From an optimization exercise on the open Yosys and OpenROAD flow, aimed at small area, a short achievable clock period and few clock cycles; shortcuts taken in it are not production practice. In this exercise RTL edits were held to simulation tests only and were not proved equivalent to the original. Power is estimated from default activity; no workload was simulated.

## constraint.sdc

```tcl
create_clock -name core_clock -period 9.0 [get_ports {clk}]
set_input_delay 1.8000 -clock core_clock [delete_from_list [all_inputs] [get_ports {clk}]]
set_output_delay 1.8000 -clock core_clock [all_outputs]
set_load 0.01 [all_outputs]
```

## config.mk

```make
export PLATFORM = sky130hd
export DESIGN_NAME = simpleton_top
export DESIGN_NICKNAME = simpleton_top
export VERILOG_FILES = /design/flow/design.v
export SDC_FILE = /design/flow/constraint.sdc
export NUM_CORES = 4
export LEC_CHECK = 0
export ABC_AREA = 1
export CAP_MARGIN = 20
export CELL_PAD_IN_SITES_GLOBAL_PLACEMENT = 2
export CORE_MARGIN = 2
export CORE_UTILIZATION = 30
export PLACE_DENSITY = 0.45
export SLEW_MARGIN = 20
```

## run.sh

```bash
#!/bin/bash
# synth_recipe.tcl (not shown) runs the flow's synth.tcl, then flattens the netlist and writes it again
# the make line also repeats each setting of config.mk as NAME=value (left out here)
make -C /OpenROAD-flow-scripts/flow DESIGN_CONFIG=/design/flow/config.mk WORK_HOME=/design/flow/orfs CLKGATE_MAP_FILE= SYNTH_SCRIPT=/design/flow/synth_recipe.tcl finish
```

## design.v

```verilog
package simpleton_pkg;
    localparam int DATA_W_DEFAULT = 8;
    localparam int OPC_W = 4;
    localparam logic [OPC_W-1:0] OPC_STA = 4'd1;
    localparam logic [OPC_W-1:0] OPC_LDA = 4'd2;
    localparam logic [OPC_W-1:0] OPC_ADD = 4'd3;
endpackage
`timescale 1ns/1ps
module simpleton_datapath (
    input  logic [7:0]  acc_in,
    input  logic [31:0] data,
    input  logic        use_acc,
    input  logic [3:0]  use_data,
    output logic [7:0]  sum
);
    logic [7:0] t [5];
    assign t[0] = use_acc ? acc_in : 8'd0;
    for (genvar j = 0; j < 4; j++) begin : g_t
        assign t[j+1] = use_data[j] ? data[8*j +: 8] : 8'd0;
    end
    assign sum = t[0] + t[1] + t[2] + t[3] + t[4];
endmodule
`timescale 1ns/1ps
module simpleton_control (
    input  logic [3:0] opc,
    output logic [1:0] code
);
    assign code = (opc[3:2] == 2'b00) ? opc[1:0] : 2'b00;
endmodule
`timescale 1ns/1ps
module simpleton_memory (
    input  logic        clk,
    input  logic [4:0]  f_grp,
    output logic [15:0] f_opc,
    output logic [31:0] f_opnd,
    output logic [63:0] grp0,
    input  logic [31:0] r_addr,
    output logic [31:0] r_data,
    input  logic [3:0]  we,
    input  logic [31:0] w_addr,
    input  logic [7:0]  wdata
);
    logic [2047:0] mem;
    logic [511:0]  b_opc;
    logic [1023:0] b_opnd;
    for (genvar i = 0; i < 256; i++) begin : g_word
        always_ff @(posedge clk) begin
            if ((we[0] && w_addr[7:0] == i) || (we[1] && w_addr[15:8] == i) ||
                (we[2] && w_addr[23:16] == i) || (we[3] && w_addr[31:24] == i)) begin
                mem[8*i +: 8] <= wdata;
            end
        end
    end
    for (genvar j = 0; j < 4; j++) begin : g_slot
        for (genvar k = 0; k < 32; k++) begin : g_bank
            assign b_opc[128*j + 4*k +: 4]  = mem[64*k + 16*j + 4 +: 4];
            assign b_opnd[256*j + 8*k +: 8] = mem[64*k + 16*j + 8 +: 8];
        end
        assign f_opc[4*j +: 4]  = b_opc[128*j + 4*f_grp +: 4];
        assign f_opnd[8*j +: 8] = b_opnd[256*j + 8*f_grp +: 8];
        assign r_data[8*j +: 8] = mem[8*r_addr[8*j +: 8] +: 8];
    end
    assign grp0 = mem[63:0];
endmodule
`timescale 1ns/1ps
module simpleton_top #(
    parameter int DATA_W = simpleton_pkg::DATA_W_DEFAULT
) (
    input  logic              clk,
    input  logic              rst,
    input  logic              run,
    input  logic              load_we,
    input  logic [DATA_W-1:0] load_addr,
    input  logic [DATA_W-1:0] load_wdata,
    output logic [DATA_W-1:0] load_rdata,
    output logic [DATA_W-1:0] acc,
    output logic [DATA_W-1:0] pc,
    output logic              halted
);
    logic        started;
    logic        halted_q;
    logic [4:0]  grp;
    logic [4:0]  grp_f;
    logic [1:0]  sd;
    logic        ev;
    logic [7:0]  code;
    logic [31:0] a;
    logic [15:0] f_opc;
    logic [31:0] f_opnd;
    logic [63:0] grp0;
    logic [63:0] grp0_fw;
    logic [7:0]  f_code;
    logic [7:0]  g_code;
    logic [31:0] g_opnd;
    logic        running;
    logic        start_try;
    logic        start;
    logic        p_pre;
    logic        pre_ok;
    logic [7:0]  d0_pre;
    logic        x;
    logic        sel0;
    logic [31:0] r_addr;
    logic [31:0] r_data;
    logic [31:0] d;
    logic [3:0]  act;
    logic [3:0]  h;
    logic [3:0]  s;
    logic [3:0]  l;
    logic [3:0]  n;
    logic [3:0]  cut;
    logic [3:0]  go;
    logic [3:0]  ex;
    logic [3:0]  stop_h;
    logic [3:0]  stop_c;
    logic        halt_set;
    logic        cut_set;
    logic [1:0]  stop_slot;
    logic        all_done;
    logic        self_hit;
    logic        hz;
    logic [3:0]  we;
    logic [31:0] w_addr;
    logic [7:0]  wdata;
    logic [3:0]  pre_sta;
    logic        a_use_acc;
    logic [3:0]  a_use;
    logic        v_use_acc;
    logic [3:0]  v_use;
    logic [7:0]  acc_nx;
    logic [7:0]  v_sum;
    simpleton_memory i_memory (
        .clk    (clk),
        .f_grp  (grp_f),
        .f_opc  (f_opc),
        .f_opnd (f_opnd),
        .grp0   (grp0),
        .r_addr (r_addr),
        .r_data (r_data),
        .we     (we),
        .w_addr (w_addr),
        .wdata  (wdata)
    );
    for (genvar w = 0; w < 8; w++) begin : g_fw
        assign grp0_fw[8*w +: 8] = (load_we && load_addr == w) ? load_wdata : grp0[8*w +: 8];
    end
    for (genvar j = 0; j < 4; j++) begin : g_dec
        simpleton_control i_dec_f (.opc(f_opc[4*j +: 4]), .code(f_code[2*j +: 2]));
        simpleton_control i_dec_g (.opc(grp0_fw[16*j + 4 +: 4]), .code(g_code[2*j +: 2]));
        assign g_opnd[8*j +: 8] = grp0_fw[16*j + 8 +: 8];
    end
    assign running   = started && !halted_q;
    assign start_try = !started && run && !rst;
    assign start     = start_try && !load_we && pre_ok;
    assign p_pre     = !running && !start_try;
    assign x         = ev && !rst && (running || start);
    for (genvar j = 0; j < 4; j++) begin : g_slot
        assign act[j] = (sd <= j);
        assign h[j]   = (code[2*j +: 2] == 2'd0);
        assign s[j]   = (code[2*j +: 2] == 2'd1);
        assign l[j]   = (code[2*j +: 2] == 2'd2);
        assign n[j]   = code[2*j + 1];
    end
    always_comb begin
        for (int j = 0; j < 4; j++) begin
            cut[j] = 1'b0;
            for (int i = 0; i < j; i++) begin
                if (act[i] && s[i] && a[8*i+3 +: 5] == grp && a[8*i+1 +: 2] == j) cut[j] = 1'b1;
                if (act[i] && s[i] && n[j] && a[8*i +: 8] == a[8*j +: 8]) cut[j] = 1'b1;
                for (int m = i + 1; m < j; m++) begin
                    if (act[i] && s[i] && n[m] && s[j]) cut[j] = 1'b1;
                end
            end
        end
    end
    always_comb begin
        for (int j = 0; j < 4; j++) begin
            go[j] = x && act[j];
            for (int i = 0; i < j; i++) begin
                if (act[i] && (h[i] || cut[i])) go[j] = 1'b0;
            end
        end
    end
    assign ex       = go & ~h & ~cut;
    assign stop_h   = go & h & ~cut;
    assign stop_c   = go & cut;
    assign halt_set = |stop_h;
    assign cut_set  = |stop_c;
    assign all_done = ex[3];
    always_comb begin
        stop_slot = 2'd0;
        for (int j = 3; j >= 0; j--) begin
            if (stop_h[j] || stop_c[j]) stop_slot = 2'(j);
        end
    end
    assign sel0 = running && ev && (sd == 2'd0) && !h[0];
    assign r_addr[7:0]   = sel0 ? a[7:0] : load_addr;
    assign r_addr[15:8]  = p_pre ? a[7:0] : a[15:8];
    assign r_addr[31:16] = a[31:16];
    assign d[7:0]  = started ? r_data[7:0] : d0_pre;
    assign d[31:8] = r_data[31:8];
    assign load_rdata = r_data[7:0];
    always_comb begin
        a_use_acc = 1'b1;
        a_use     = '0;
        for (int j = 0; j < 4; j++) begin
            if (ex[j] && l[j]) begin
                a_use_acc = 1'b0;
                a_use     = '0;
            end
            if (ex[j] && n[j]) a_use[j] = 1'b1;
        end
    end
    always_comb begin
        pre_sta[0] = 1'b1;
        for (int j = 1; j < 4; j++) begin
            pre_sta[j] = pre_sta[j-1] && !(ex[j-1] && s[j-1]);
        end
        v_use_acc = 1'b1;
        v_use     = '0;
        for (int j = 0; j < 4; j++) begin
            if (pre_sta[j] && ex[j] && l[j]) begin
                v_use_acc = 1'b0;
                v_use     = '0;
            end
            if (pre_sta[j] && ex[j] && n[j]) v_use[j] = 1'b1;
        end
    end
    simpleton_datapath i_acc (.acc_in(acc), .data(d), .use_acc(a_use_acc), .use_data(a_use), .sum(acc_nx));
    simpleton_datapath i_val (.acc_in(acc), .data(d), .use_acc(v_use_acc), .use_data(v_use), .sum(v_sum));
    assign we     = (ex & s) | {3'b000, load_we};
    assign w_addr = {a[31:8], ex[0] ? a[7:0] : load_addr};
    assign wdata  = load_we ? load_wdata : v_sum;
    always_comb begin
        self_hit = 1'b0;
        hz       = 1'b0;
        for (int j = 0; j < 4; j++) begin
            if (ex[j] && s[j] && a[8*j+3 +: 5] == grp) self_hit = 1'b1;
            if (ex[j] && s[j] && a[8*j+3 +: 5] == grp_f) hz = 1'b1;
        end
    end
    always_ff @(posedge clk) begin
        d0_pre <= r_data[15:8];
        pre_ok <= p_pre && !(load_we && (load_addr == 8'd1 || load_addr == a[7:0]));
    end
    always_ff @(posedge clk) begin
        if (rst || !(running || start)) begin
            ev   <= 1'b1;
            code <= g_code;
            a    <= g_opnd;
            if (rst) begin
                started  <= 1'b0;
                halted_q <= 1'b0;
                acc      <= '0;
            end else if (run) begin
                started  <= 1'b1;
            end
            if (rst || !started) begin
                grp   <= '0;
                grp_f <= 5'd1;
                sd    <= '0;
            end
        end else begin
            started <= 1'b1;
            acc     <= acc_nx;
            if (!ev) begin
                ev    <= 1'b1;
                grp_f <= grp_f + 5'd1;
                code  <= f_code;
                a     <= f_opnd;
            end else if (halt_set) begin
                halted_q <= 1'b1;
                sd       <= stop_slot;
            end else if (cut_set) begin
                sd <= stop_slot;
                if (self_hit) begin
                    ev    <= 1'b0;
                    grp_f <= grp;
                end
            end else if (all_done) begin
                grp <= grp_f;
                sd  <= '0;
                if (hz) begin
                    ev <= 1'b0;
                end else begin
                    grp_f <= grp_f + 5'd1;
                    code  <= f_code;
                    a     <= f_opnd;
                end
            end
        end
    end
    assign halted = halted_q || (running && ev && h[sd]);
    assign pc = {grp, sd, started};
endmodule
```

==> results of run 1 <==
[flip-flops by register name, indices dropped and copies added (netlist names)]
register,count
i_memory.mem,2048
acc,8
grp,5
grp_f,5
ev,1
pre_ok,1
started,1
code,8
d0_pre,8
sd,2
halted_q,1
a,32
[layout by cell type (no fill, tap or decap), drive strengths merged, types with 40 or more instances in the layout]
master         synthesis  layout
diode                  0     188
buf                 1116    2196
clkdlybuf4s50          0      40
nand4                254     254
a21oi               1381    1381
clkinv                15     140
fa                    40      40
o21ai               3056    3056
o221ai               343     343
o211ai               725     725
a221oi                69      69
nand3               1583    1583
nor2                1392    1392
o311ai               342     342
a22oi                134     134
a32oi                241     241
nand2               2269    2271
nor3                  89      89
o22ai               1846    1846
clkbuf               866     323
edfxtp              2109    2109
inv                 1438    1449
[path summary, 6_finish.rpt]
check | startpoint | end | depth (start not counted)
setup / recovery | a[31] | i_memory.mem[2015] | 32
hold / removal | started | started | 2
setup reg to reg | a[31] | i_memory.mem[2015] | 32
hold reg to reg | started | started | 2
[cell usage after synthesis (all sizes together) (2+ instances only)]
cell,n
inv,1438
a41oi,35
clkbuf,866
nand2,2269
a31o,3
a311oi,7
o211ai,725
a32o,12
o2111ai,20
a22oi,134
nor4,33
xor2,19
fa,40
a21oi,1381
o221ai,343
a2111oi,6
a32oi,241
or3,2
ha,17
a211oi,19
nand3,1583
o31ai,9
buf,1116
nor2,1392
xnor2,21
dfxtp,11
o311ai,342
o41ai,16
o21ai,3056
o22ai,1846
clkinv,15
nand4,254
a221oi,69
a22o,35
edfxtp,2109
nand3b,4
or2,11
a31oi,30
nor3,89
and2,4
o22a,4
[critical path, delay by kind of cell, from the launching register on]
kind	cells	cell delay, ps
xor+xnor	1	270
simple gates	11	2060
buf+inv	12	2610
flops	1	810
fa+ha+maj	4	1690
compound gates	4	1630
[stage by stage]
stage / utilization [%] / power [mW] / worst slack [ps]
final: 36.7 / 38.2 / -275
after global routing: 36.6 / 38.2 / 25.7
after CTS: 36.4 / 36.9 / 1.71
after detailed placement: 34.4 / 24.9 / -1850
after global placement: 34.4 / 24.9 / -2110
after floorplan: - / 16.8 / -2840
[cells by family (layout without fill, tap and decap cells)]
kind of cell	Yosys count	in the layout	synth area share (%)
flip-flops	2120	2120	41.1
other	0	188	0
AND/OR/NAND/NOR	5641	5643	15.7
buffers and inverters	3435	4212	9.47
adder cells (fa/ha/maj)	57	57	0.656
XOR/XNOR	41	41	0.241
AO/OA/AOI/OAI	8337	8337	32.8
[metal layers]
| metal | share of wire (%) | vias to the layer above | track usage, % |
|---|---|---|---|
| met5 | 0.21 | - | 1.87 |
| met4 | 7.9 | 117 | 33.2 |
| met3 | 16 | 3655 | 25.3 |
| met2 | 37 | 17800 | 65.7 |
| met1 | 39 | 97100 | 65.3 |
| li1 | - | 75300 | - |
[layout make-up]
cell class                 count  area (um^2)
antenna                      188          470
clock buffer                 319         7340
clock inverter               193         2170
fill                       53500       325000
inverter                    1453         5610
multi-input combinational  14100        78200
sequential                  2120        63600
tap                         6757         8450
timing repair buffer        2247        22300
[repair_timing]
| item | in CTS | in global routing |
|---|---|---|
| resized for setup | 68 | 70 |
| cloned | 7 | 3 |
| setup buffers | 22 | 8 |
| pin swaps | 19 | 16 |
| setup endpoints to repair | 692 | 461 |
[where the power goes]
part	internal, mW	total (mW)	switching, mW	leakage [nW]
logic	3.79	14.9	11.1	42.6
clock network	6.78	12.1	5.35	4.58
registers	11.1	11.2	0.103	19.3
total	21.6	38.2	16.5	66.4
==> run summary, run 1 <==
* Worst setup EP type: flip-flop
* Mapped Cells at 19,600
* First-pass GRT wire length at 1,770,000 um
* Number of cell rows at 263
* Initial drt markers at 38,500
* Worst slew margin at -1.16%
* Sequential-to-total area share from yosys stat at 41.1%
* Period utilization at 103%
* Final #Nets at 20,300
* # clock sinks at 2,120
* Layout cells sized above 1 at 14.8%
* Final Wtd Congestion at 1.09
* Max Slew Vio Count at 2
* DR DRC count at 0
* Detailed-route via count at 194,000
* Chip Width at 722 um
* Status: failed layout checks
* Hold crit path type: flip-flop to flip-flop
* Core area at 0.513 mm^2
* TritonCTS Buffers at 284
* Max FO, Critical Path at 9
* Mean Syn Cell Area at 7.87 um^2
* DP Cell Count at 26,600
* H-tree depth at 5
* Total Die Area at 0.521 mm^2
* Final WS setup at -275 ps
* Setup_tns at -57,090 ps
* FFs w/ async S/R, synth at 0%
* Worst-path clk slew at 70 ps
* Initial antenna violation count at 209
* Clk_skew at 111 ps
* Cell area after layout at 0.188 mm^2
* Worst Tran Pin Value at 1500 ps
* Post-DP Area at 0.177 mm^2
* Mapped Nets at 19,700
* Worst hold margin at 599 ps
* WL per Instance at 50.7 um
* CP max-delay cell: a41oi_1
* # IOs at 45
* Number of synthesized flops with an enable pin at 2,109
* Vias in the first global route at 171,000
* Max-Cap Viols at 2
* I/O Buffers at 44
* GRT Residual Overflow at 0
* Routed Wire Length at 1,390,000 um
* Finished Layout Cells at 27,400
* Post-Syn Area at 0.154 mm^2
* Die height at 722 um
* Clock latency on the worst-skew pair at 1090 ps
* TritonRoute pass-1 iters at 9
* Post-route ant nets at 0
* Failed Checks: max-capacitance violations, max-slew violations, negative setup slack
* Clk root buf: clkbuf_16
* Req. time, crit path at 9880 ps
* Synth top area share at 41.0%
* Area growth syn-to-layout at 21.7%
* Predominant post-synthesis flop cell: edfxtp_1
* Post-DP HPWL at 1,010,000 um
* Initial Util at 30.1%
* Worst Setup Start Kind: flip-flop
* Synth area leaders: edfxtp_1, o21ai_0, o22ai_1, nand2_1, nand3_1
* Total GRT Usage at 50.8%
* Synth cell types at 67
* Final setup viols at 255
* FMAX at 108 MHz
* Max incr delay on CP at 840 ps
* Largest net degree at the start of global routing at 156
* Reg2reg setup slack at -280 ps
* Power density cells at 203 mW/mm^2
* Yosys top cell by area: edfxtp_1
* Post-CTS Hold Buffers at 0
* RSZ-0062 raised after global routing: no
* Final Hold Fails at 0
* Seq cells post-synth at 2,120
* Pleak at 66.4 nW
* Cell mode on critical path: inv_1
* Via density per instance at 7.09
* Crit path DAT at 10,160 ps
* Ys Warns at 4
* Maximum VDD drop at 190 uV
* Clk buf depth at 4
* CTS tree: yes
* Worst Setup Path Type: flip-flop to flip-flop
* Final critical-path required period at 9280 ps
Testbench counts, summed over its fixed seeds: cycles 2,180.
==> run 2, diff against run 1 <==
--- a/design.v
+++ b/design.v
@@ -112,2 +112,3 @@
     logic [3:0]  go;
+    logic [3:0]  exr;
     logic [3:0]  ex;
@@ -177,3 +178,3 @@
         for (int j = 0; j < 4; j++) begin
-            go[j] = x && act[j];
+            go[j] = ev && act[j];
             for (int i = 0; i < j; i++) begin
@@ -183,5 +184,6 @@
     end
-    assign ex       = go & ~h & ~cut;
-    assign stop_h   = go & h & ~cut;
-    assign stop_c   = go & cut;
+    assign exr      = go & ~h & ~cut;
+    assign ex       = exr & {4{x}};
+    assign stop_h   = go & h & ~cut & {4{x}};
+    assign stop_c   = go & cut & {4{x}};
     assign halt_set = |stop_h;
@@ -195,3 +197,2 @@
     end
-    assign sel0 = running && ev && (sd == 2'd0) && !h[0];
     assign r_addr[7:0]   = sel0 ? a[7:0] : load_addr;
@@ -206,3 +207,3 @@
         for (int j = 0; j < 4; j++) begin
-            if (ex[j] && l[j]) begin
+            if (exr[j] && l[j]) begin
                 a_use_acc = 1'b0;
@@ -210,3 +211,3 @@
             end
-            if (ex[j] && n[j]) a_use[j] = 1'b1;
+            if (exr[j] && n[j]) a_use[j] = 1'b1;
         end
@@ -216,3 +217,3 @@
         for (int j = 1; j < 4; j++) begin
-            pre_sta[j] = pre_sta[j-1] && !(ex[j-1] && s[j-1]);
+            pre_sta[j] = pre_sta[j-1] && !(exr[j-1] && s[j-1]);
         end
@@ -221,3 +222,3 @@
         for (int j = 0; j < 4; j++) begin
-            if (pre_sta[j] && ex[j] && l[j]) begin
+            if (pre_sta[j] && exr[j] && l[j]) begin
                 v_use_acc = 1'b0;
@@ -225,3 +226,3 @@
             end
-            if (pre_sta[j] && ex[j] && n[j]) v_use[j] = 1'b1;
+            if (pre_sta[j] && exr[j] && n[j]) v_use[j] = 1'b1;
         end
@@ -291,2 +292,15 @@
         end
+    end
+    always_ff @(posedge clk) begin
+        if (rst) begin
+            sel0 <= 1'b0;
+        end else if (!(running || start)) begin
+            sel0 <= !started && run && (g_code[1:0] != 2'd0);
+        end else if (!ev) begin
+            sel0 <= (sd == 2'd0) && (f_code[1:0] != 2'd0);
+        end else if (halt_set || cut_set) begin
+            sel0 <= 1'b0;
+        end else if (all_done) begin
+            sel0 <= !hz && (f_code[1:0] != 2'd0);
+        end
     end
--- a/config.mk
+++ b/config.mk
@@ -13,2 +13,3 @@
 export PLACE_DENSITY = 0.45
+export SETUP_SLACK_MARGIN = 0.3
 export SLEW_MARGIN = 20
==> run 2 against run 1 <==
  * The run now finishes clean
  * Highest routed layer unchanged
  * Area after synthesis increased by 0.78%
  * Critical endpoint is now i_memory.mem[207]
  * Cell area increased by 1.3%
  * Sequential power is essentially flat
  * Final cell count rose by 2.4%
  * Clock power about the same
  * Worst setup slack gained 550 ps
  * Sequential cell count rose by 1
  * Critical path depth is the same
==> run summary, run 2 <==
* Final Hold Fails at 0
* Post-DP Area at 0.178 mm^2
* I/O Buffers at 44
* Initial Util at 30.1%
* Chip Width at 724 um
* Status: finished clean
* Hold crit path type: flip-flop to flip-flop
* Seq cells post-synth at 2,121
* Regs by FF count: i_memory.mem x2048, a x32
* # IOs at 45
* Via density per instance at 7.01
* CP max-delay cell: nor2_1
* Finished Layout Cells at 28,000
* GRT Residual Overflow at 0
* Initial antenna violation count at 212
* FFs w/ async S/R, synth at 0%
* TritonCTS Buffers at 287
* Final Wtd Congestion at 1.04
* Clk buf depth at 4
* Post-Syn Area at 0.156 mm^2
* Final #Nets at 20,800
* Yosys top cell by area: edfxtp_1
* RSZ-0062 raised after global routing: no
* Max-Cap Viols at 0
* Number of synthesized flops with an enable pin at 2,109
* Detailed-route via count at 196,000
* Ys Warns at 4
* Number of cell rows at 264
* Most frequent cells in the layout: o21ai_0, nand2_1, edfxtp_1
* Period utilization at 96.9%
* Routed Wire Length at 1,370,000 um
* Core area at 0.517 mm^2
* FMAX at 115 MHz
* Wire length on met1 at 521,000 um
* DP Cell Count at 27,200
* Multi-input gate area at 0.0798 mm^2
* WL met3 at 205,000 um
* Vias in the first global route at 171,000
* Total GRT Usage at 49.7%
* Mapped Nets at 20,200
* Post-DP HPWL at 974,000 um
* Most common cell in the netlist: o21ai_0
* Clk_skew at 83.3 ps
* Die height at 724 um
* Worst Setup Start Kind: flip-flop
* WL met2 at 524,000 um
* H-tree depth at 5
* Cell area after layout at 0.191 mm^2
* Post-route ant nets at 0
* Max FO, Critical Path at 15
* WL per Instance at 48.9 um
* Worst setup EP type: flip-flop
* Synth cell types at 71
* Commonest non-fill, non-tap cell in the layout: o21ai_0
* Largest register FFs at 2,048
* Core Util, Final at 36.9%
* Power density cells at 204 mW/mm^2
* Final setup viols at 0
* Largest net degree at the start of global routing at 110
* Sequential-to-total area share from yosys stat at 40.8%
* TritonRoute pass-1 iters at 14
* Clock latency on the worst-skew pair at 1080 ps
* Worst Setup Path Type: flip-flop to flip-flop
* Reg with most FFs: i_memory.mem
* Top sig layer: met5
* Fillers at 53,800
* Pleak at 68.2 nW
* Tot Pwr at 38.9 mW
* Final critical-path required period at 8720 ps
* Max incr delay on CP at 960 ps
* Predominant post-synthesis flop cell: edfxtp_1
* DR DRC count at 0
* Maximum VDD drop at 159 uV
* Total Die Area at 0.525 mm^2
* Max Slew Vio Count at 0
* Commonest cells post-synth: o21ai_0, nand2_1, edfxtp_1
* Reg2reg setup slack at 280 ps
* Cell mode on critical path: nor2_1
* Post-CTS Hold Buffers at 0
* Layout cells sized above 1 at 14.6%
* Worst Tran Pin Value at 1400 ps
* Initial drt markers at 38,000
* Worst-path clk slew at 60 ps
* Mean Syn Cell Area at 7.72 um^2
* First-pass GRT wire length at 1,750,000 um
* Req. time, crit path at 9770 ps
* Synth area leaders: edfxtp_1, o21ai_0, o22ai_1, nand2_1, nand3_1
* Crit path DAT at 9490 ps
* # clock sinks at 2,121
* Seq. cell area at 0.0636 mm^2
* Worst slew margin at 6.52%
* Mapped Cells at 20,200
* Area growth syn-to-layout at 22.4%
* Worst hold margin at 721 ps
* Synth top area share at 40.7%
* CTS tree: yes
* Clk root buf: clkbuf_16
==> run 2: changes by cell type after synthesis, moves of 74 or more <==
cell      previous run  this run
o21ai_0           2917      2831
inv_1             1415      1318
nand2_1           2250      2691
a21oi_1           1381      1125
nand3_1           1579      1902
buf_2              748       912
o221ai_1           343       269
nand4_1            254       165
o311ai_1           175        33
nor2_1            1383      1669
o311ai_0           167        79
o211ai_1           725       899
==> run 2: layer usage <==
metal / track usage [%] / vias to the layer above
li1: - / 76400
met1: 63.3 / 97500
met2: 65.9 / 18200
met3: 22.0 / 4150
met4: 35.5 / 96
met5: 1.59 / -
==> run 2: timing repair <==
item	CTS	global route
setup endpoints to repair	937	505
hold endpoints to repair	0	0
setup buffers	46	34
gates resized for setup	99	82
gates cloned	18	11
pin swaps	25	17
==> run 2: where the power goes <==
part,internal (mW),leakage [nW],switching (mW)
Clock,6.95,4.63,5.44
Combinational,4.06,44.2,10.9
Sequential,11.4,19.3,0.132
==> run 2: layout make-up <==
class	count	share of cell area, %
multi-input cells	14700	41.9
flip-flops and latches	2121	33.4
repair buffers	2221	12.1
well taps	6916	4.54
clock buffers	328	3.91
inverters	1383	2.81
clock inverters	186	1.19
diodes	174	0.229
==> run 2: cells by family after synthesis <==
logic type                 synth area share (%)
muxes                                    0.0522
and+or+nand+nor                            18.1
xor gates and xnor gates                  0.225
AOI/OAI and AO/OA                          31.0
adders and majority gates                 0.651
buffers and inverters                      9.13
DFF                                        40.8
==> run 2: stage by stage <==
stage	TNS, ps	setup WS [ps]
after floorplan	-1358950	-2190
after global placement	-2120880	-2220
after detailed placement	-1374720	-1530
after CTS	0	316
after global routing	0	287
final	0	276
==> run 2: worst paths after layout <==
| kind | from | endpoint | depth (start not counted) |
|---|---|---|---|
| worst max-delay path | a[23] | i_memory.mem[207] | 32 |
| worst min-delay path | started | started | 2 |
| worst max register to register | a[23] | i_memory.mem[207] | 32 |
| worst min register to register | started | started | 2 |
==> run 2: critical path, delay by kind of cell, from the launching register on <==
kind | cells | cell delay [ps]
simple gates | 18 | 3570
buf+inv | 10 | 2340
fa+ha+maj | 4 | 1710
flops | 1 | 800
Testbench counts of run 2, summed over its fixed seeds: cycles 2,180.
==> run 3, diff against run 2 <==
--- a/design.v
+++ b/design.v
@@ -16,2 +16,11 @@
     logic [7:0] t [5];
+    logic [7:0] m1;
+    logic [7:0] m2;
+    logic [7:0] m3;
+    logic [7:0] s1;
+    logic [7:0] c1;
+    logic [7:0] s2;
+    logic [7:0] c2;
+    logic [7:0] s3;
+    logic [7:0] c3;
     assign t[0] = use_acc ? acc_in : 8'd0;
@@ -20,3 +29,12 @@
     end
-    assign sum = t[0] + t[1] + t[2] + t[3] + t[4];
+    assign m1 = (t[1] & t[2]) | (t[1] & t[3]) | (t[2] & t[3]);
+    assign s1 = t[1] ^ t[2] ^ t[3];
+    assign c1 = {m1[6:0], 1'b0};
+    assign m2 = (s1 & c1) | (s1 & t[4]) | (c1 & t[4]);
+    assign s2 = s1 ^ c1 ^ t[4];
+    assign c2 = {m2[6:0], 1'b0};
+    assign m3 = (s2 & c2) | (s2 & t[0]) | (c2 & t[0]);
+    assign s3 = s2 ^ c2 ^ t[0];
+    assign c3 = {m3[6:0], 1'b0};
+    assign sum = s3 + c3;
 endmodule
==> run 3 against run 2 <==
  * The layout now fails its checks (max-capacitance violations, max-slew violations)
  * First-iteration DRC count is 4.3% lower
  * Cell area is 1.6% lower
  * Clock power is 3% lower
  * Synthesized cell count is 1.9% lower
  * Highest routed layer unchanged
  * Fmax is 0.89% lower
==> run summary, run 3 <==
* Status: failed layout checks
* Failed Checks: max-capacitance violations, max-slew violations
* Req. time, crit path at 9770 ps
* Post-DP HPWL at 974,000 um
* Synth top area share at 41.0%
* Worst Setup Path Type: flip-flop to flip-flop
* Post-Syn Area at 0.155 mm^2
* Initial drt markers at 36,400
* Synth area leaders: edfxtp_1, o21ai_0, o22ai_1, nand3_1, nand2_1
* Yosys top cell by area: edfxtp_1
* Setup_tns at 0 ps
* First-pass GRT wire length at 1,730,000 um
* Mapped Nets at 19,900
* Reg with most FFs: i_memory.mem
* Maximum VDD drop at 153 uV
* Sequential-to-total area share from yosys stat at 41.1%
* Final critical-path required period at 8800 ps
* Ys Warns at 4
* Worst Setup Start Kind: flip-flop
* FMAX at 114 MHz
* Max FO, Critical Path at 28
* CTS tree: yes
* Layout cells sized above 1 at 14.5%
* Most common cell in the netlist: o21ai_0
* Routed Wire Length at 1,350,000 um
* CP max-delay cell: a41oi_1
* Clk root buf: clkbuf_16
* Worst setup EP type: flip-flop
* WL per Instance at 49.6 um
* Most frequent cells in the layout: o21ai_0, nand2_1, edfxtp_1
* Regs by FF count: i_memory.mem x2048, a x32
* Max Slew Vio Count at 1
* Crit path DAT at 9570 ps
* Die height at 722 um
* Mean Syn Cell Area at 7.81 um^2
* Via density per instance at 7.02
* Total GRT Usage at 49.4%
* H-tree depth at 5
* Clk buf depth at 4
* Commonest cells post-synth: o21ai_0, nand2_1, edfxtp_1
* Number of cell rows at 263
* Initial antenna violation count at 188
* Max incr delay on CP at 900 ps
* Final #Nets at 20,300
* Seq cells post-synth at 2,121
* # IOs at 45
* Period utilization at 97.8%
* TritonCTS Buffers at 287
* I/O Buffers at 44
* Largest register FFs at 2,048
* Pleak at 66.5 nW
* Post-route ant nets at 0
* DR DRC count at 0
* GRT Residual Overflow at 0
* Area growth syn-to-layout at 21.4%
* Total Die Area at 0.521 mm^2
* Detailed-route via count at 192,000
* Vias in the first global route at 170,000
* Clock latency on the worst-skew pair at 1070 ps
* Clk_skew at 87.1 ps
* RSZ-0062 raised after global routing: no
* Largest net degree at the start of global routing at 114
* Initial Util at 30.1%
* FFs w/ async S/R, synth at 0%
* Pre-CTS setup slack at -1980 ps
* Number of synthesized flops with an enable pin at 2,109
* Final Wtd Congestion at 1.09
* Final setup viols at 0
* Worst slew margin at -0.913%
* Core area at 0.513 mm^2
* Commonest non-fill, non-tap cell in the layout: o21ai_0
* Predominant post-synthesis flop cell: edfxtp_1
* Hold crit path type: flip-flop to flip-flop
* Synth cell types at 71
* Max-Cap Viols at 1
* Worst-path clk slew at 60 ps
* Worst Tran Pin Value at 1500 ps
* Final Hold Fails at 0
* Mapped Cells at 19,800
* Cell mode on critical path: inv_1
* Chip Width at 722 um
* Power density cells at 207 mW/mm^2
* # clock sinks at 2,121
* TritonRoute pass-1 iters at 9
* Final WS setup at 198 ps
==> run 3: metal layers <==
layer	track usage, %	routed length [um]	vias up
met2	65.8	518000	16500
met4	36.6	122000	116
met3	21.2	196000	3848
met5	0.277	1400	-
li1	-	-	75400
met1	62.6	516000	95900
==> run 3: worst paths after layout <==
path | start | cells past startpoint | slack, ps | to
worst min register to register | ev | 2 | 700 | sel0
worst max-delay path | a[18] | 36 | 200 | i_memory.mem[1679]
worst max register to register | a[18] | 36 | 200 | i_memory.mem[1679]
worst min-delay path | ev | 2 | 700 | sel0
==> run 3: cell families after synthesis <==
group	after synthesis	share of synthesized area, %
muxes	4	0.0267
AOI/OAI and AO/OA	8399	32.7
buffers and inverters	3382	9.11
adders and majority gates	57	0.656
and+or+nand+nor	5788	16.2
xor gates and xnor gates	39	0.221
DFF	2121	41.1
==> run 3: where the power goes <==
group / switching [mW] / total, mW / internal [mW]
Sequential: 0.110 / 11.4 / 11.3
Clock: 5.27 / 12.0 / 6.73
Combinational: 11.4 / 15.5 / 4.07
==> run 3: what timing repair did <==
action / in CTS / in global routing
pin swaps: 12 / 39
buffers inserted: 9 / 46
gates resized for setup: 44 / 135
gates cloned: 2 / 14
hold buffers: 0 / 0
endpoints found under the setup margin: 1537 / 481
==> run 3: cell type report <==
type	instances	area (um^2)
Clock inverter	182	1890
Timing Repair inverter	2	41.3
Multi-Input combinational cell	14300	79000
Timing Repair Buffer	2128	21400
Sequential cell	2121	63600
Inverter	1397	5410
Tap cell	6757	8450
Fill cell	53600	325000
Clock buffer	331	7430
Antenna cell	113	283
==> run 3: worst max-delay path: cells and delay by family (launching register included) <==
| kind | cells | cell delay [ps] |
|---|---|---|
| flip-flops | 1 | 750 |
| AO/OA/AOI/OAI | 6 | 1690 |
| buffers and inverters | 10 | 1910 |
| AND/OR/NAND/NOR | 15 | 1980 |
| adder cells (fa/ha/maj) | 5 | 1930 |
==> run 3: stage by stage <==
step	cell area, um^2	instances	total power [mW]	hold WS, ps	utilization, %
2_1_floorplan	155000	19800	17.5	503	-
4_1_cts	186000	27100	37.6	688	36.2
6_report	188000	27300	38.9	705	36.6
5_1_grt	187000	27200	39.1	726	36.5
3_5_place_dp	176000	26600	25.7	676	34.3
3_3_place_gp	176000	26600	25.7	686	34.3
Testbench counts of run 3, summed over its fixed seeds: cycles 2,180.
==> run 4, diff against run 3 <==
--- a/design.v
+++ b/design.v
@@ -16,11 +16,2 @@
     logic [7:0] t [5];
-    logic [7:0] m1;
-    logic [7:0] m2;
-    logic [7:0] m3;
-    logic [7:0] s1;
-    logic [7:0] c1;
-    logic [7:0] s2;
-    logic [7:0] c2;
-    logic [7:0] s3;
-    logic [7:0] c3;
     assign t[0] = use_acc ? acc_in : 8'd0;
@@ -29,12 +20,3 @@
     end
-    assign m1 = (t[1] & t[2]) | (t[1] & t[3]) | (t[2] & t[3]);
-    assign s1 = t[1] ^ t[2] ^ t[3];
-    assign c1 = {m1[6:0], 1'b0};
-    assign m2 = (s1 & c1) | (s1 & t[4]) | (c1 & t[4]);
-    assign s2 = s1 ^ c1 ^ t[4];
-    assign c2 = {m2[6:0], 1'b0};
-    assign m3 = (s2 & c2) | (s2 & t[0]) | (c2 & t[0]);
-    assign s3 = s2 ^ c2 ^ t[0];
-    assign c3 = {m3[6:0], 1'b0};
-    assign sum = s3 + c3;
+    assign sum = t[0] + t[1] + t[2] + t[3] + t[4];
 endmodule
@@ -61,4 +43,2 @@
     logic [2047:0] mem;
-    logic [511:0]  b_opc;
-    logic [1023:0] b_opnd;
     for (genvar i = 0; i < 256; i++) begin : g_word
@@ -71,10 +51,21 @@
     end
-    for (genvar j = 0; j < 4; j++) begin : g_slot
-        for (genvar k = 0; k < 32; k++) begin : g_bank
-            assign b_opc[128*j + 4*k +: 4]  = mem[64*k + 16*j + 4 +: 4];
-            assign b_opnd[256*j + 8*k +: 8] = mem[64*k + 16*j + 8 +: 8];
-        end
-        assign f_opc[4*j +: 4]  = b_opc[128*j + 4*f_grp +: 4];
-        assign f_opnd[8*j +: 8] = b_opnd[256*j + 8*f_grp +: 8];
-        assign r_data[8*j +: 8] = mem[8*r_addr[8*j +: 8] +: 8];
+    always_comb begin
+        f_opc  = '0;
+        f_opnd = '0;
+        for (int k = 0; k < 32; k++) begin
+            if (f_grp == k) begin
+                for (int j = 0; j < 4; j++) begin
+                    f_opc[4*j +: 4]  = f_opc[4*j +: 4] | mem[64*k + 16*j + 4 +: 4];
+                    f_opnd[8*j +: 8] = f_opnd[8*j +: 8] | mem[64*k + 16*j + 8 +: 8];
+                end
+            end
+        end
+    end
+    always_comb begin
+        r_data = '0;
+        for (int j = 0; j < 4; j++) begin
+            for (int i = 0; i < 256; i++) begin
+                if (r_addr[8*j +: 8] == i) r_data[8*j +: 8] = r_data[8*j +: 8] | mem[8*i +: 8];
+            end
+        end
     end
@@ -250,3 +241,3 @@
     assign we     = (ex & s) | {3'b000, load_we};
-    assign w_addr = {a[31:8], ex[0] ? a[7:0] : load_addr};
+    assign w_addr = {r_addr[31:8], ex[0] ? a[7:0] : load_addr};
     assign wdata  = load_we ? load_wdata : v_sum;
--- a/config.mk
+++ b/config.mk
@@ -7,3 +7,2 @@
 export LEC_CHECK = 0
-export ABC_AREA = 1
 export CAP_MARGIN = 20
@@ -13,3 +12,2 @@
 export PLACE_DENSITY = 0.45
-export SETUP_SLACK_MARGIN = 0.3
 export SLEW_MARGIN = 20
==> run 4 against run 3 <==
  * The flow now stops in global routing (5_1_grt)
  * Synthesized cell count decreased by 37%
  * Area after synthesis down 11%
==> run summary, run 4 <==
* Status: aborted with a tool error
* Stage reached: global routing (5_1_grt)
* Tool Error: [ERROR GRT-0116] Global routing finished with congestion. Check the congestion regions in the DRC Viewer.
* Vias in the first global route at 241,000
* Synth top area share at 46.2%
* Commonest cells post-synth: edfxtp_1, a22oi_1, a22o_1
* Die height at 680 um
* First-pass GRT wire length at 3,600,000 um
* Post-CTS Hold Buffers at 0
* Number of synthesized flops with an enable pin at 2,109
* GRT Residual Overflow at 102,000
* Mean Syn Cell Area at 10.9 um^2
* I/O Buffers at 44
* Largest net degree at the start of global routing at 99
* TritonCTS Buffers at 228
* Chip Width at 680 um
* Synth cell types at 106
* FFs w/ async S/R, synth at 0%
* Sequential-to-total area share from yosys stat at 46.4%
* Clk buf depth at 4
* # clock sinks at 2,121
* Ys Warns at 4
* Initial Util at 30.1%
* Clk root buf: clkbuf_16
* Most common cell in the netlist: edfxtp_1
* Seq cells post-synth at 2,121
* Total GRT Usage at 123%
* Number of cell rows at 248
* # IOs at 45
* Post-DP HPWL at 2,190,000 um
* Synth area leaders: edfxtp_1, a22o_1, a221oi_1, a22oi_1, nand4_1
* Final Wtd Congestion at 2.70
* Mapped Cells at 12,500
* Post-Syn Area at 0.137 mm^2
* H-tree depth at 4
* Yosys top cell by area: edfxtp_1
* Mapped Nets at 12,600
* Predominant post-synthesis flop cell: edfxtp_1
==> run 4: power by group through the flow <==
| stage | combinational [mW] | clock (mW) | sequential [mW] |
|---|---|---|---|
| floorplan | 3.34 | 0 | 12.7 |
| global placement | 11.2 | 0 | 12.7 |
| detailed placement | 11.2 | 0 | 12.7 |
| CTS | 11.5 | 10.2 | 12.5 |
==> run 4: worst min-delay path by stage <==
stage	startpoint	endpoint	slack, ps	depth (start not counted)
after CTS	pre_ok	sel0	730	3
after detailed placement	pre_ok	sel0	780	3
after global placement	pre_ok	sel0	780	3
after floorplan	pre_ok	sel0	590	3
==> run 4: cells by family after synthesis <==
kind of cell    Yosys count  share of synthesized area (%)
compound gates         5951                           35.5
simple gates           3242                           13.0
flops                  2121                           46.4
buf+inv                 982                           3.24
xor+xnor                112                          0.747
fa+ha+maj                62                          0.785
mux                      46                          0.349
==> run 4: metal layers <==
metal  global-route usage [%]  GRT overflow
met1                      112         19600
met4                      109          9072
met5                     95.5          1081
met3                      103          9458
met2                      163         63200
==> run 4: through the flow <==
step	setup WS [ps]	area, um^2	std cells	total power [mW]
4_1_cts	-1200	203000	23000	34.3
3_5_place_dp	-3700	194000	22600	24.0
3_3_place_gp	-5380	193000	22500	23.9
2_1_floorplan	-1810	137000	12500	16.1
==> run 4: timing repair <==
action	in CTS
gates resized for setup	137
gates cloned	10
buffers inserted	53
setup endpoints to repair	1799
pin swaps	54
Testbench counts of run 4, summed over its fixed seeds: cycles 2,180.
==> run 5, diff against run 4 <==
--- a/design.v
+++ b/design.v
@@ -16,2 +16,11 @@
     logic [7:0] t [5];
+    logic [7:0] m1;
+    logic [7:0] m2;
+    logic [7:0] m3;
+    logic [7:0] s1;
+    logic [7:0] c1;
+    logic [7:0] s2;
+    logic [7:0] c2;
+    logic [7:0] s3;
+    logic [7:0] c3;
     assign t[0] = use_acc ? acc_in : 8'd0;
@@ -20,3 +29,12 @@
     end
-    assign sum = t[0] + t[1] + t[2] + t[3] + t[4];
+    assign m1 = (t[1] & t[2]) | (t[1] & t[3]) | (t[2] & t[3]);
+    assign s1 = t[1] ^ t[2] ^ t[3];
+    assign c1 = {m1[6:0], 1'b0};
+    assign m2 = (s1 & c1) | (s1 & t[4]) | (c1 & t[4]);
+    assign s2 = s1 ^ c1 ^ t[4];
+    assign c2 = {m2[6:0], 1'b0};
+    assign m3 = (s2 & c2) | (s2 & t[0]) | (c2 & t[0]);
+    assign s3 = s2 ^ c2 ^ t[0];
+    assign c3 = {m3[6:0], 1'b0};
+    assign sum = s3 + c3;
 endmodule
@@ -36,6 +54,8 @@
     output logic [63:0] grp0,
-    input  logic [31:0] r_addr,
+    input  logic [63:0] r_lo,
+    input  logic [63:0] r_hi,
     output logic [31:0] r_data,
     input  logic [3:0]  we,
-    input  logic [31:0] w_addr,
+    input  logic [63:0] w_lo,
+    input  logic [63:0] w_hi,
     input  logic [7:0]  wdata
@@ -43,6 +63,10 @@
     logic [2047:0] mem;
+    logic [511:0]  b_opc;
+    logic [1023:0] b_opnd;
     for (genvar i = 0; i < 256; i++) begin : g_word
         always_ff @(posedge clk) begin
-            if ((we[0] && w_addr[7:0] == i) || (we[1] && w_addr[15:8] == i) ||
-                (we[2] && w_addr[23:16] == i) || (we[3] && w_addr[31:24] == i)) begin
+            if ((we[0] && w_lo[i%16] && w_hi[i/16]) ||
+                (we[1] && w_lo[16 + i%16] && w_hi[16 + i/16]) ||
+                (we[2] && w_lo[32 + i%16] && w_hi[32 + i/16]) ||
+                (we[3] && w_lo[48 + i%16] && w_hi[48 + i/16])) begin
                 mem[8*i +: 8] <= wdata;
@@ -51,19 +75,20 @@
     end
-    always_comb begin
-        f_opc  = '0;
-        f_opnd = '0;
-        for (int k = 0; k < 32; k++) begin
-            if (f_grp == k) begin
-                for (int j = 0; j < 4; j++) begin
-                    f_opc[4*j +: 4]  = f_opc[4*j +: 4] | mem[64*k + 16*j + 4 +: 4];
-                    f_opnd[8*j +: 8] = f_opnd[8*j +: 8] | mem[64*k + 16*j + 8 +: 8];
-                end
-            end
+    for (genvar j = 0; j < 4; j++) begin : g_slot
+        for (genvar k = 0; k < 32; k++) begin : g_bank
+            assign b_opc[128*j + 4*k +: 4]  = mem[64*k + 16*j + 4 +: 4];
+            assign b_opnd[256*j + 8*k +: 8] = mem[64*k + 16*j + 8 +: 8];
         end
+        assign f_opc[4*j +: 4]  = b_opc[128*j + 4*f_grp +: 4];
+        assign f_opnd[8*j +: 8] = b_opnd[256*j + 8*f_grp +: 8];
     end
+    logic [1023:0] row;
     always_comb begin
+        row    = '0;
         r_data = '0;
         for (int j = 0; j < 4; j++) begin
-            for (int i = 0; i < 256; i++) begin
-                if (r_addr[8*j +: 8] == i) r_data[8*j +: 8] = r_data[8*j +: 8] | mem[8*i +: 8];
+            for (int g = 0; g < 16; g++) begin
+                for (int k = 0; k < 16; k++) begin
+                    if (r_lo[16*j + k]) row[256*j + 8*g +: 8] = row[256*j + 8*g +: 8] | mem[128*g + 8*k +: 8];
+                end
+                if (r_hi[16*j + g]) r_data[8*j +: 8] = r_data[8*j +: 8] | row[256*j + 8*g +: 8];
             end
@@ -106,8 +131,21 @@
     logic        start;
-    logic        p_pre;
-    logic        pre_ok;
-    logic [7:0]  d0_pre;
+    logic        held;
+    logic        tg;
+    logic [7:0]  d2_pre;
+    logic [7:0]  d3_pre;
+    logic        d2_ok;
+    logic        d3_ok;
     logic        x;
     logic        sel0;
-    logic [31:0] r_addr;
+    logic [63:0] alo;
+    logic [63:0] ahi;
+    logic [15:0] ld_lo;
+    logic [15:0] ld_hi;
+    logic [63:0] r_lo;
+    logic [63:0] r_hi;
+    logic [63:0] w_lo;
+    logic [63:0] w_hi;
+    logic [63:0] n_lo;
+    logic [63:0] n_hi;
+    logic        a_load_f;
     logic [31:0] r_data;
@@ -132,3 +170,2 @@
     logic [3:0]  we;
-    logic [31:0] w_addr;
     logic [7:0]  wdata;
@@ -147,6 +184,8 @@
         .grp0   (grp0),
-        .r_addr (r_addr),
+        .r_lo   (r_lo),
+        .r_hi   (r_hi),
         .r_data (r_data),
         .we     (we),
-        .w_addr (w_addr),
+        .w_lo   (w_lo),
+        .w_hi   (w_hi),
         .wdata  (wdata)
@@ -163,4 +202,3 @@
     assign start_try = !started && run && !rst;
-    assign start     = start_try && !load_we && pre_ok;
-    assign p_pre     = !running && !start_try;
+    assign start     = start_try && !load_we && held && (tg ? d2_ok : d3_ok);
     assign x         = ev && !rst && (running || start);
@@ -206,7 +244,16 @@
     end
-    assign r_addr[7:0]   = sel0 ? a[7:0] : load_addr;
-    assign r_addr[15:8]  = p_pre ? a[7:0] : a[15:8];
-    assign r_addr[31:16] = a[31:16];
-    assign d[7:0]  = started ? r_data[7:0] : d0_pre;
-    assign d[31:8] = r_data[31:8];
+    assign ld_lo = 16'd1 << load_addr[3:0];
+    assign ld_hi = 16'd1 << load_addr[7:4];
+    assign r_lo[15:0]  = sel0 ? alo[15:0] : ld_lo;
+    assign r_hi[15:0]  = sel0 ? ahi[15:0] : ld_hi;
+    assign r_lo[31:16] = running ? alo[31:16] : alo[15:0];
+    assign r_hi[31:16] = running ? ahi[31:16] : ahi[15:0];
+    assign r_lo[47:32] = running ? alo[47:32] : alo[31:16];
+    assign r_hi[47:32] = running ? ahi[47:32] : ahi[31:16];
+    assign r_lo[63:48] = (running || tg) ? alo[63:48] : alo[47:32];
+    assign r_hi[63:48] = (running || tg) ? ahi[63:48] : ahi[47:32];
+    assign d[7:0]   = running ? r_data[7:0]   : r_data[15:8];
+    assign d[15:8]  = running ? r_data[15:8]  : r_data[23:16];
+    assign d[23:16] = running ? r_data[23:16] : (tg ? d2_pre : r_data[31:24]);
+    assign d[31:24] = (running || tg) ? r_data[31:24] : d3_pre;
     assign load_rdata = r_data[7:0];
@@ -241,3 +288,4 @@
     assign we     = (ex & s) | {3'b000, load_we};
-    assign w_addr = {r_addr[31:8], ex[0] ? a[7:0] : load_addr};
+    assign w_lo = {alo[63:16], ex[0] ? alo[15:0] : ld_lo};
+    assign w_hi = {ahi[63:16], ex[0] ? ahi[15:0] : ld_hi};
     assign wdata  = load_we ? load_wdata : v_sum;
@@ -252,4 +300,22 @@
     always_ff @(posedge clk) begin
-        d0_pre <= r_data[15:8];
-        pre_ok <= p_pre && !(load_we && (load_addr == 8'd1 || load_addr == a[7:0]));
+        held <= rst || !running;
+        if (rst) begin
+            tg <= 1'b0;
+        end else if (!running) begin
+            tg <= !tg;
+        end
+        if (!running) begin
+            if (tg) begin
+                d3_pre <= r_data[31:24];
+                d3_ok  <= held && !(load_we && (load_addr == 8'd7 || load_addr == a[31:24]));
+                d2_ok  <= d2_ok && held && !(load_we && (load_addr == 8'd5 || load_addr == a[23:16]));
+            end else begin
+                d2_pre <= r_data[31:24];
+                d2_ok  <= held && !(load_we && (load_addr == 8'd5 || load_addr == a[23:16]));
+                d3_ok  <= d3_ok && held && !(load_we && (load_addr == 8'd7 || load_addr == a[31:24]));
+            end
+        end else begin
+            d2_ok <= 1'b0;
+            d3_ok <= 1'b0;
+        end
     end
@@ -314,2 +380,13 @@
         end
+    end
+    assign a_load_f = !ev || (!halt_set && !cut_set && all_done && !hz);
+    for (genvar j = 0; j < 4; j++) begin : g_oh
+        assign n_lo[16*j +: 16] = 16'd1 << ((rst || !(running || start)) ? g_opnd[8*j +: 4] : f_opnd[8*j +: 4]);
+        assign n_hi[16*j +: 16] = 16'd1 << ((rst || !(running || start)) ? g_opnd[8*j+4 +: 4] : f_opnd[8*j+4 +: 4]);
+    end
+    always_ff @(posedge clk) begin
+        if (rst || !(running || start) || a_load_f) begin
+            alo <= n_lo;
+            ahi <= n_hi;
+        end
     end
--- a/config.mk
+++ b/config.mk
@@ -7,2 +7,3 @@
 export LEC_CHECK = 0
+export ABC_AREA = 1
 export CAP_MARGIN = 20
@@ -12,2 +13,3 @@
 export PLACE_DENSITY = 0.45
+export SETUP_SLACK_MARGIN = 0.3
 export SLEW_MARGIN = 20
==> run 5 against run 4 <==
  * The run again fails in global routing (5_1_grt)
  * Synthesized cell count rose by 40%
  * Area after synthesis grew 7.1%
==> run summary, run 5 <==
* Seq cells post-synth at 2,260
* TritonCTS Buffers at 291
* XOR/XNOR Fraction of Synth Area at 0.334%
* Predominant post-synthesis flop cell: edfxtp_1
* Post-synthesis adder-cell area fraction at 0.691%
* Synth area leaders: edfxtp_1, o22ai_1, nand2_1, inv_1, o21ai_0
* Mean Syn Cell Area at 8.36 um^2
* Number of cell rows at 256
* Mapped Cells at 17,600
* Die height at 703 um
* Commonest cells post-synth: o22ai_1, nand2_1, edfxtp_1
* Number of synthesized flops with an enable pin at 2,253
* Chip Width at 703 um
* Compound-Gate Fraction of Synth Area at 27.6%
* Synth cell types at 69
* Tool Error: [ERROR GRT-0232] Routing congestion too high. Check the congestion heatmap in the GUI.
* Clk root buf: clkbuf_16
* Largest family of logic cells by synthesized area: compound AO/OA/AOI/OAI gates
* # clock sinks at 2,260
* Status: aborted with a tool error
* Largest net degree at the start of global routing at 117
* Stage reached: global routing (5_1_grt)
* Post-DP HPWL at 1,380,000 um
* # IOs at 45
* Final Wtd Congestion at 1.27
* Post-DP Area at 0.180 mm^2
* Clk buf depth at 4
* GRT Residual Overflow at 2
* Most common cell in the netlist: o22ai_1
* Yosys top cell by area: edfxtp_1
* Synth Area in Simple Gates at 15.3%
* FFs w/ async S/R, synth at 0%
* Post-Syn Area at 0.147 mm^2
* Ys Warns at 4
* Initial Util at 30.2%
* H-tree depth at 5
* Total GRT Usage at 72.4%
* I/O Buffers at 44
* Mapped Nets at 17,600
* Post-synthesis mux area share at 0%
* Sequential-to-total area share from yosys stat at 46.2%
* Synth top area share at 46.1%
run 5: cell count changes after synthesis, moves of 250 or more:
cell      delta
o22ai_1   +2319
nand2_1   +2158
inv_1     +2146
a22oi_1   -1558
a22o_1    -1398
o21ai_0   +1127
a21oi_1    +906
nand3_1    +871
a221oi_1   -610
nand4_1    -605
a222oi_1   -413
o31ai_1    -280
buf_2      +250
run 5: power groups by stage:
stage               logic [mW]  registers [mW]  clock network (mW)
floorplan                 5.42            12.5                   0
global placement          17.9            12.5                   0
detailed placement        17.8            12.5                   0
CTS                       18.3            12.3                12.5
run 5: worst max-delay path by stage:
stage	endpoint	slack, ps	cells after the start
after floorplan	ahi[0]	-1150	14
after global placement	i_memory.mem[1543]	-3510	43
after detailed placement	i_memory.mem[1719]	-3180	40
after CTS	i_memory.mem[967]	60	43
run 5: timing repair:
action	in CTS
setup endpoints to repair	1542
resized for setup	323
cloned	12
pin swaps	89
buffers inserted	161
hold buffers	0
run 5: per-stage QoR:
| stage | worst slack (ps) | cells |
|---|---|---|
| 4_1_cts | 63.0 | 26200 |
| 3_5_place_dp | -3180 | 25500 |
| 3_3_place_gp | -3510 | 25500 |
| 2_1_floorplan | -1150 | 17600 |
run 5: cells by family after synthesis:
logic type | after synthesis
compound gates | 6463
xor+xnor | 56
buf+inv | 3646
flops | 2260
simple gates | 5080
fa+ha+maj | 57
run 5: layer usage:
metal  track usage, %  GRT overflow
met3             59.5             1
met5             34.7             0
met4             72.9             1
met2             84.9             0
met1             73.1             0
Testbench counts of run 5, summed over its fixed seeds: cycles 2,181.

what the ideal ports hide:
The results above use ideal ports. As a check the final layouts listed here were re-extracted and re-timed, cells and wires unchanged.
Step 1: set_driving_cell puts a clkbuf_16 on clk and a buf_2 on each other input, an assumption about the parent block.
Step 2 also shifts input and output timing later by t, the mid clock arrival at the registers, as if the neighbouring blocks saw the same clock.
Slacks: ideal / step 1 / step 2; pairs: ideal / step 1.
run | t, ns | setup WS [ns] | cell pins on the clock port's net
run 1 | 1.188 | -0.275 / -0.275 / -0.913 | 1
run 2 | 1.159 | 0.276 / 0.276 / -0.803 | 1
run 3 | 1.154 | 0.198 / 0.145 / -0.736 | 1
The setup slack of run 2, which loses most, moves by 0.000 ns with the drivers and by -1.079 ns with both steps.
